From an optimization exercise on the open Yosys and OpenROAD flow, aimed at small area, a short achievable clock period and few clock cycles per item; shortcuts taken in it are not production practice.
In this exercise RTL edits were held to simulation tests only and were not proved equivalent to the original.

==> job 8007 <==
## five_phase_stepper_follower
module five_phase_stepper_follower #(
	parameter int unsigned CURVE_POINTS = 6
) (
	input  logic                      clk,
	input  logic                      arst_n,
	input  logic                      item_valid,
	output logic                      item_ready,
	input  logic signed [COUNT_W-1:0] item_target_count,
	output logic                      result_valid,
	input  logic                      result_ready,
	output logic signed [COUNT_W-1:0] result_position,
	output logic [PHASE_W-1:0]        result_phase_index,
	output logic [DUTY_W-1:0]         result_duty_a,
	output logic [DUTY_W-1:0]         result_duty_b,
	output logic [DUTY_W-1:0]         result_duty_c,
	output logic [DUTY_W-1:0]         result_duty_d,
	output logic [DUTY_W-1:0]         result_duty_e,
	input  logic                      cfg_valid,
	output logic                      cfg_ready,
	input  logic [CFG_IDX_W-1:0]      cfg_index,
	input  logic [POINT_W-1:0]        cfg_data
);
clock: 11.0 ns
lec_check: 0
cap_margin: 20
core_margin: 2
core_utilization: 55
setup_slack_margin: 3
slew_margin: 20
run.sh (not shown) runs the stock make flow with config.mk's settings and CLKGATE_MAP_FILE= SYNTH_SCRIPT=/design/flow/synth_recipe.tcl, a recipe that flattens the netlist after the stock synthesis.
==> job 369 (differences from job 8007) <==
--- a/flow/design.v
+++ b/flow/design.v
@@ -63,98 +63,107 @@
 			default: phase_pattern = 5'b00000;
 		endcase
 	endfunction
 	logic [SPEED_W-1:0] step_limit_q;
 	logic [SPEED_W-1:0] sp [TABLE_REGS];
 	logic [DUTY_W-1:0]  du [TABLE_REGS];
 	logic [SPEED_W-1:0] lim_q;
-	logic               cfgw_q;
+	logic               cfgw_q, cfgw2_q;
 	assign cfg_ready = 1'b1;
 	always_ff @(posedge clk or negedge arst_n) begin
 		if (!arst_n) begin
 			step_limit_q <= '0;
 			for (int i = 0; i < TABLE_REGS; i++) begin
 				sp[i] <= '0;
 				du[i] <= '0;
 			end
-			lim_q  <= '0;
-			cfgw_q <= 1'b0;
+			lim_q   <= '0;
+			cfgw_q  <= 1'b0;
+			cfgw2_q <= 1'b0;
 		end else begin
 			if (cfg_valid) begin
 				if (cfg_index == REG_STEP_LIMIT) begin
 					step_limit_q <= cfg_data[SPEED_W-1:0];
 				end else if (cfg_index >= REG_POINT_FIRST && cfg_index <= REG_POINT_LAST) begin
 					sp[PT_IDX_W'(cfg_index - REG_POINT_FIRST)] <= cfg_data[POINT_W-1:DUTY_W];
 					du[PT_IDX_W'(cfg_index - REG_POINT_FIRST)] <= cfg_data[DUTY_W-1:0];
 				end
 			end
-			lim_q  <= (step_limit_q > sp[TABLE_REGS-1]) ? sp[TABLE_REGS-1] : step_limit_q;
-			cfgw_q <= cfg_valid;
+			lim_q   <= (step_limit_q > sp[TABLE_REGS-1]) ? sp[TABLE_REGS-1] : step_limit_q;
+			cfgw_q  <= cfg_valid;
+			cfgw2_q <= cfgw_q;
 		end
 	end
-	logic adv_q;
-	logic rv_q, sv_q;
+	logic adv;
+	logic rv_q;
 	logic a_go;
-	assign item_ready = adv_q && !cfgw_q;
-	assign a_go       = adv_q && !cfgw_q;
+	assign adv        = !rv_q || result_ready;
+	assign item_ready = adv && !cfgw_q && !cfgw2_q;
+	assign a_go       = adv && !cfgw_q && !cfgw2_q;
 	logic                      v0_q;
 	logic signed [COUNT_W-1:0] t0_q;
 	logic signed [POS_W-1:0]   pos_q;
+	logic signed [POS_W:0]     pp_q, pm_q;
+	logic                      pm_nz_q;
 	logic signed [POS_W-1:0]   tgt;
-	logic [SPEED_W-1:0]        tL, pL;
-	logic signed [SPEED_W-1:0] tH, pH;
-	logic [SPEED_W:0]          u, nd;
-	logic signed [SPEED_W+2:0] v1, v2;
-	logic signed [SPEED_W:0]   h;
-	logic                      bL, dl_gt, dl_lt;
-	logic                      h_ge1, h_ge2, h_eq0, h_eq1, h_eqm1, h_lem1, h_lem2;
+	logic signed [POS_W:0]     tgt_x, pos_x, lim_x;
 	logic                      gt, lt, dneg;
-	logic signed [POS_W-1:0]   pos_pl, pos_mi, pos_next;
+	logic [SPEED_W:0]          d_lo, nd_lo;
+	logic signed [POS_W:0]     pp_inc, pm_dec, tg_inc, tg_dec;
+	logic signed [POS_W-1:0]   pos_next;
+	logic signed [POS_W:0]     pp_next, pm_next;
+	logic                      pm_nz_next;
 	logic [SPEED_W-1:0]        a_s;
 	logic                      a_neg;
-	assign tgt = {t0_q, {FRAC_W{1'b0}}};
-	assign tL  = tgt[SPEED_W-1:0];
-	assign pL  = pos_q[SPEED_W-1:0];
-	assign tH  = tgt[POS_W-1:SPEED_W];
-	assign pH  = pos_q[POS_W-1:SPEED_W];
-	assign u   = {1'b0, tL} - {1'b0, pL};
-	assign nd  = {1'b0, pL} - {1'b0, tL};
-	assign bL  = u[SPEED_W];
-	assign v1  = $signed({3'b000, tL}) - $signed({3'b000, pL}) - $signed({3'b000, lim_q}) - 27'sd1;
-	assign v2  = $signed({3'b000, tL}) - $signed({3'b000, pL}) + $signed({3'b000, lim_q});
-	assign dl_gt = bL ? (v1 >= -27'sd16777216) : (v1 >= 27'sd0);
-	assign dl_lt = bL ? (v2 < 27'sd0) : (v2 < 27'sd16777216);
-	assign h      = (SPEED_W+1)'(tH) - (SPEED_W+1)'(pH);
-	assign h_ge1  = !h[SPEED_W] && (h != '0);
-	assign h_ge2  = !h[SPEED_W] && (h[SPEED_W-1:1] != '0);
-	assign h_eq0  = (h == '0);
-	assign h_eq1  = (h == (SPEED_W+1)'(1));
-	assign h_eqm1 = (h == '1);
-	assign h_lem1 = h[SPEED_W];
-	assign h_lem2 = h[SPEED_W] && !h_eqm1;
-	assign gt   = bL ? (h_ge2 || (h_eq1 && dl_gt)) : (h_ge1 || (h_eq0 && dl_gt));
-	assign lt   = bL ? (h_lem1 || (h_eq0 && dl_lt)) : (h_lem2 || (h_eqm1 && dl_lt));
-	assign dneg = bL ? h_eq0 : h_eqm1;
-	assign pos_pl = pos_q + POS_W'(lim_q);
-	assign pos_mi = pos_q - POS_W'(lim_q);
-	assign pos_next = gt ? pos_pl : (lt ? pos_mi : tgt);
-	assign a_s   = (gt || lt) ? lim_q : (dneg ? nd[SPEED_W-1:0] : u[SPEED_W-1:0]);
+	assign tgt   = {t0_q, {FRAC_W{1'b0}}};
+	assign tgt_x = (POS_W+1)'(tgt);
+	assign pos_x = (POS_W+1)'(pos_q);
+	assign lim_x = $signed({{(POS_W+1-SPEED_W){1'b0}}, lim_q});
+	assign gt = $signed({t0_q[COUNT_W-1], t0_q}) > $signed(pp_q[POS_W:FRAC_W]);
+	assign lt = ($signed({t0_q[COUNT_W-1], t0_q}) < $signed(pm_q[POS_W:FRAC_W]))
+		|| (({t0_q[COUNT_W-1], t0_q} == pm_q[POS_W:FRAC_W]) && pm_nz_q);
+	assign d_lo  = tgt[SPEED_W:0] - pos_q[SPEED_W:0];
+	assign nd_lo = pos_q[SPEED_W:0] - tgt[SPEED_W:0];
+	assign dneg  = d_lo[SPEED_W];
+	assign pp_inc = pp_q + lim_x;
+	assign pm_dec = pm_q - lim_x;
+	assign tg_inc = tgt_x + lim_x;
+	assign tg_dec = tgt_x - lim_x;
+	assign pos_next   = gt ? pp_q[POS_W-1:0] : (lt ? pm_q[POS_W-1:0] : tgt);
+	assign pp_next    = gt ? pp_inc : (lt ? pos_x : tg_inc);
+	assign pm_next    = gt ? pos_x : (lt ? pm_dec : tg_dec);
+	assign pm_nz_next = gt ? (pos_q[FRAC_W-1:0] != '0)
+		: (lt ? (pm_dec[FRAC_W-1:0] != '0) : (lim_q[FRAC_W-1:0] != '0));
+	assign a_s   = (gt || lt) ? lim_q : (dneg ? nd_lo[SPEED_W-1:0] : d_lo[SPEED_W-1:0]);
 	assign a_neg = lt || (!gt && dneg);
 	always_ff @(posedge clk or negedge arst_n) begin
 		if (!arst_n) begin
-			v0_q  <= 1'b0;
-			pos_q <= '0;
+			v0_q    <= 1'b0;
+			pos_q   <= '0;
+			pp_q    <= '0;
+			pm_q    <= '0;
+			pm_nz_q <= 1'b0;
 		end else begin
 			if (item_valid && item_ready) begin
 				v0_q <= 1'b1;
 			end else if (a_go) begin
 				v0_q <= 1'b0;
 			end
 			if (a_go && v0_q) begin
-				pos_q <= pos_next;
+				pos_q   <= pos_next;
+				pp_q    <= pp_next;
+				pm_q    <= pm_next;
+				pm_nz_q <= pm_nz_next;
+			end else if (cfgw_q) begin
+				pp_q    <= pos_x;
+				pm_q    <= pos_x;
+			end else if (cfgw2_q) begin
+				pp_q    <= pp_inc;
+				pm_q    <= pm_dec;
+				pm_nz_q <= (pm_dec[FRAC_W-1:0] != '0);
 			end
 		end
 	end
 	always_ff @(posedge clk) begin
 		if (item_valid && item_ready) begin
 			t0_q <= item_target_count;
 		end
@@ -179,20 +188,20 @@
 			6'b100000: b_seg = 3'd5;
 			default:   b_seg = 3'd6;
 		endcase
 	end
 	always_ff @(posedge clk or negedge arst_n) begin
 		if (!arst_n) begin
 			v1_q <= 1'b0;
-		end else if (adv_q) begin
+		end else if (adv) begin
 			v1_q <= a_go && v0_q;
 		end
 	end
 	always_ff @(posedge clk) begin
-		if (adv_q) begin
+		if (adv) begin
 			s1_s   <= a_s;
 			s1_neg <= a_neg;
 		end
 	end
 	logic                      v2_q;
 	logic [SPEED_W-1:0]        s2_s;
 	logic [2:0]                s2_seg;
@@ -236,24 +245,24 @@
 	assign c_dx  = c_x2 - c_x1;
 	assign c_dy  = {1'b0, c_y2} - {1'b0, c_y1};
 	always_ff @(posedge clk or negedge arst_n) begin
 		if (!arst_n) begin
 			v2_q       <= 1'b0;
 			last_int_q <= '0;
 			idx_q      <= PHASE_FIRST;
-		end else if (adv_q) begin
+		end else if (adv) begin
 			v2_q <= v1_q;
 			if (v2_q) begin
 				last_int_q <= s2_pos;
 				idx_q      <= idx_next;
 			end
 		end
 	end
 	always_ff @(posedge clk) begin
-		if (adv_q) begin
+		if (adv) begin
 			s2_s   <= s1_s;
 			s2_seg <= b_seg;
 			s2_pos <= new_int;
 			s2_neg <= s1_neg;
 		end
 	end
 	logic                      v3_q;
@@ -262,20 +271,20 @@
 	logic                      s3_neg;
 	logic [2:0]                s3_seg;
 	logic signed [COUNT_W-1:0] s3_pos;
 	logic [PHASE_W-1:0]        s3_idx;
 	always_ff @(posedge clk or negedge arst_n) begin
 		if (!arst_n) begin
 			v3_q <= 1'b0;
-		end else if (adv_q) begin
+		end else if (adv) begin
 			v3_q <= v2_q;
 		end
 	end
 	always_ff @(posedge clk) begin
-		if (adv_q) begin
+		if (adv) begin
 			s3_ds  <= c_ds;
 			s3_dx  <= c_dx;
 			s3_dy  <= c_dy;
 			s3_neg <= c_dy[DUTY_W];
 			s3_seg <= s2_seg;
 			s3_pos <= s2_pos;
 			s3_idx <= idx_next;
@@ -344,20 +353,20 @@
 	logic                      s4_neg;
 	logic [2:0]                s4_seg;
 	logic signed [COUNT_W-1:0] s4_pos;
 	logic [PHASE_W-1:0]        s4_idx;
 	always_ff @(posedge clk or negedge arst_n) begin
 		if (!arst_n) begin
 			v4_q <= 1'b0;
-		end else if (adv_q) begin
+		end else if (adv) begin
 			v4_q <= v3_q;
 		end
 	end
 	always_ff @(posedge clk) begin
-		if (adv_q) begin
+		if (adv) begin
 			s4_ms  <= m_s;
 			s4_mc  <= m_c;
 			s4_dx  <= s3_dx;
 			s4_neg <= s3_neg;
 			s4_seg <= s3_seg;
 			s4_pos <= s3_pos;
 			s4_idx <= s3_idx;
@@ -367,20 +376,20 @@
 	assign prod = s4_ms + s4_mc;
 	logic [SPEED_W-1:0] st_rem [8];
 	logic [DUTY_W-1:0]  st_w   [8];
 	logic [1:0]         st_q   [8];
 	always_ff @(posedge clk or negedge arst_n) begin
 		if (!arst_n) begin
 			dv_v[0] <= 1'b0;
-		end else if (adv_q) begin
+		end else if (adv) begin
 			dv_v[0] <= v4_q;
 		end
 	end
 	always_ff @(posedge clk) begin
-		if (adv_q) begin
+		if (adv) begin
 			dv_rem[0] <= prod[POINT_W-1:DUTY_W];
 			dv_w[0]   <= prod[DUTY_W-1:0];
 			dv_dx[0]  <= s4_dx;
 			dv_neg[0] <= s4_neg;
 			dv_seg[0] <= s4_seg;
 			dv_pos[0] <= s4_pos;
 			dv_idx[0] <= s4_idx;
@@ -421,20 +430,20 @@
 			end
 		end
 		assign st_w[j] = {win[DUTY_W-3:0], st_q[j]};
 		if (j < 7 && STEP_CUT[j]) begin : g_cut
 			always_ff @(posedge clk or negedge arst_n) begin
 				if (!arst_n) begin
 					dv_v[K+1] <= 1'b0;
-				end else if (adv_q) begin
+				end else if (adv) begin
 					dv_v[K+1] <= dv_v[K];
 				end
 			end
 			always_ff @(posedge clk) begin
-				if (adv_q) begin
+				if (adv) begin
 					dv_rem[K+1] <= st_rem[j];
 					dv_w[K+1]   <= st_w[j];
 					dv_dx[K+1]  <= dv_dx[K];
 					dv_neg[K+1] <= dv_neg[K];
 					dv_seg[K+1] <= dv_seg[K];
 					dv_pos[K+1] <= dv_pos[K];
 					dv_idx[K+1] <= dv_idx[K];
@@ -447,20 +456,20 @@
 	logic                      fq_neg;
 	logic [2:0]                fq_seg;
 	logic signed [COUNT_W-1:0] fq_pos;
 	logic [PHASE_W-1:0]        fq_idx;
 	always_ff @(posedge clk or negedge arst_n) begin
 		if (!arst_n) begin
 			fq_v <= 1'b0;
-		end else if (adv_q) begin
+		end else if (adv) begin
 			fq_v <= dv_v[NDIV];
 		end
 	end
 	always_ff @(posedge clk) begin
-		if (adv_q) begin
+		if (adv) begin
 			fq_q   <= st_w[7];
 			fq_neg <= dv_neg[NDIV];
 			fq_seg <= dv_seg[NDIV];
 			fq_pos <= dv_pos[NDIV];
 			fq_idx <= dv_idx[NDIV];
 		end
 	end
@@ -471,54 +480,33 @@
 		f_base = du[0];
 		for (int i = 1; i < TABLE_REGS; i++) begin
 			if (fq_seg == 3'(i)) f_base = du[i-1];
 		end
 		if (fq_seg == 3'd6) f_base = du[TABLE_REGS-1];
 	end
 	assign f_duty = fq_neg ? (f_base - fq_q) : (f_base + fq_q);
-	assign push   = adv_q && fq_v;
-	logic signed [COUNT_W-1:0] r_pos, s_pos;
-	logic [PHASE_W-1:0]        r_idx, s_idx;
-	logic [PHASES-1:0]         r_pat, s_pat;
-	logic [DUTY_W-1:0]         r_duty, s_duty;
-	logic                      pop;
-	logic                      load_r_new, load_r_skid, load_s;
-	assign pop          = rv_q && result_ready;
-	assign load_r_skid  = pop && sv_q;
-	assign load_r_new   = push && (pop ? !sv_q : !rv_q);
-	assign load_s       = push && (pop ? sv_q : (rv_q && !sv_q));
+	assign push   = adv && fq_v;
+	logic signed [COUNT_W-1:0] r_pos;
+	logic [PHASE_W-1:0]        r_idx;
+	logic [PHASES-1:0]         r_pat;
+	logic [DUTY_W-1:0]         r_duty;
 	always_ff @(posedge clk or negedge arst_n) begin
 		if (!arst_n) begin
-			rv_q  <= 1'b0;
-			sv_q  <= 1'b0;
-			adv_q <= 1'b1;
-		end else begin
-			rv_q  <= (rv_q && !pop) || load_r_new || load_r_skid;
-			sv_q  <= load_s || (sv_q && !pop);
-			adv_q <= !(((rv_q && !pop) || load_r_new || load_r_skid) && (load_s || (sv_q && !pop)));
+			rv_q <= 1'b0;
+		end else if (adv) begin
+			rv_q <= push;
 		end
 	end
 	always_ff @(posedge clk) begin
-		if (load_r_skid) begin
-			r_pos  <= s_pos;
-			r_idx  <= s_idx;
-			r_pat  <= s_pat;
-			r_duty <= s_duty;
-		end else if (load_r_new) begin
+		if (push) begin
 			r_pos  <= fq_pos;
 			r_idx  <= fq_idx;
 			r_pat  <= phase_pattern(fq_idx);
 			r_duty <= f_duty;
 		end
-		if (load_s) begin
-			s_pos  <= fq_pos;
-			s_idx  <= fq_idx;
-			s_pat  <= phase_pattern(fq_idx);
-			s_duty <= f_duty;
-		end
 	end
 	assign result_valid       = rv_q;
 	assign result_position    = r_pos;
 	assign result_phase_index = r_idx;
 	assign result_duty_a      = r_pat[0] ? r_duty : '0;
 	assign result_duty_b      = r_pat[1] ? r_duty : '0;
 	assign result_duty_c      = r_pat[2] ? r_duty : '0;
SETUP_SLACK_MARGIN = 5   (was 3)
==> notes <==
Between job 369 and job 8007, the lower cell area is in job 8007 (gap about 4%, measured against job 8007).
Of job 8007 and job 369, job 369 has the higher count of clock-buffer cells in the layout (gap 15).
Worst setup slack: job 369 is better than job 8007 (1.8 ns).
Fmax: job 369 is larger than job 8007 (about 30%).
==> figures <==
metric	job 8007	job 369
Run status	complete, no violations	complete, no violations
Multiplexer share of the synthesized area	5.337%	4.469%
Global-route wire length before repair	493.0 mm	526.8 mm
Maximum cell stage delay along the critical path	0.48 ns	0.54 ns
Total number of nets in the final design	12647	13349
Post-synthesis share of cell area spent on xor and xnor gates	6.523%	7.060%
Vias in the first global route	85537	90266
Non-filler cells, final	14281	15132
Ys async rst share	22.21%	27.23%
Testbench counts of job 8007, summed over its fixed seeds: cycles 10,560, items 9,600.
Testbench counts of job 369, summed over its fixed seeds: cycles 10,560, items 9,600.

-- what the ideal ports hide --
In the flow no input, the clock included, has a driving cell. The finished layouts below were timed again as built, in two steps.
Step 1, drivers: a clkbuf_16 drives clk and a buf_2 each remaining input, both assumed.
Step 2 also shifts input and output timing later by t, the mid clock arrival at the registers, as if the neighbouring blocks saw the same clock.
Slacks: ideal / step 1 / step 2; pairs: ideal / step 1.
run | t, ns | setup WS [ns] | clock arrival spread, ns
job 8007 | 0.941 | 3.273 / 3.273 / 3.273 | 0.068 / 0.069
job 369 | 0.934 | 5.100 / 5.076 / 5.076 | 0.039 / 0.039
After both steps setup and hold are still met in every run listed. The setup slack of job 369, which loses most, moves by -0.024 ns with the drivers and by -0.024 ns with both steps.
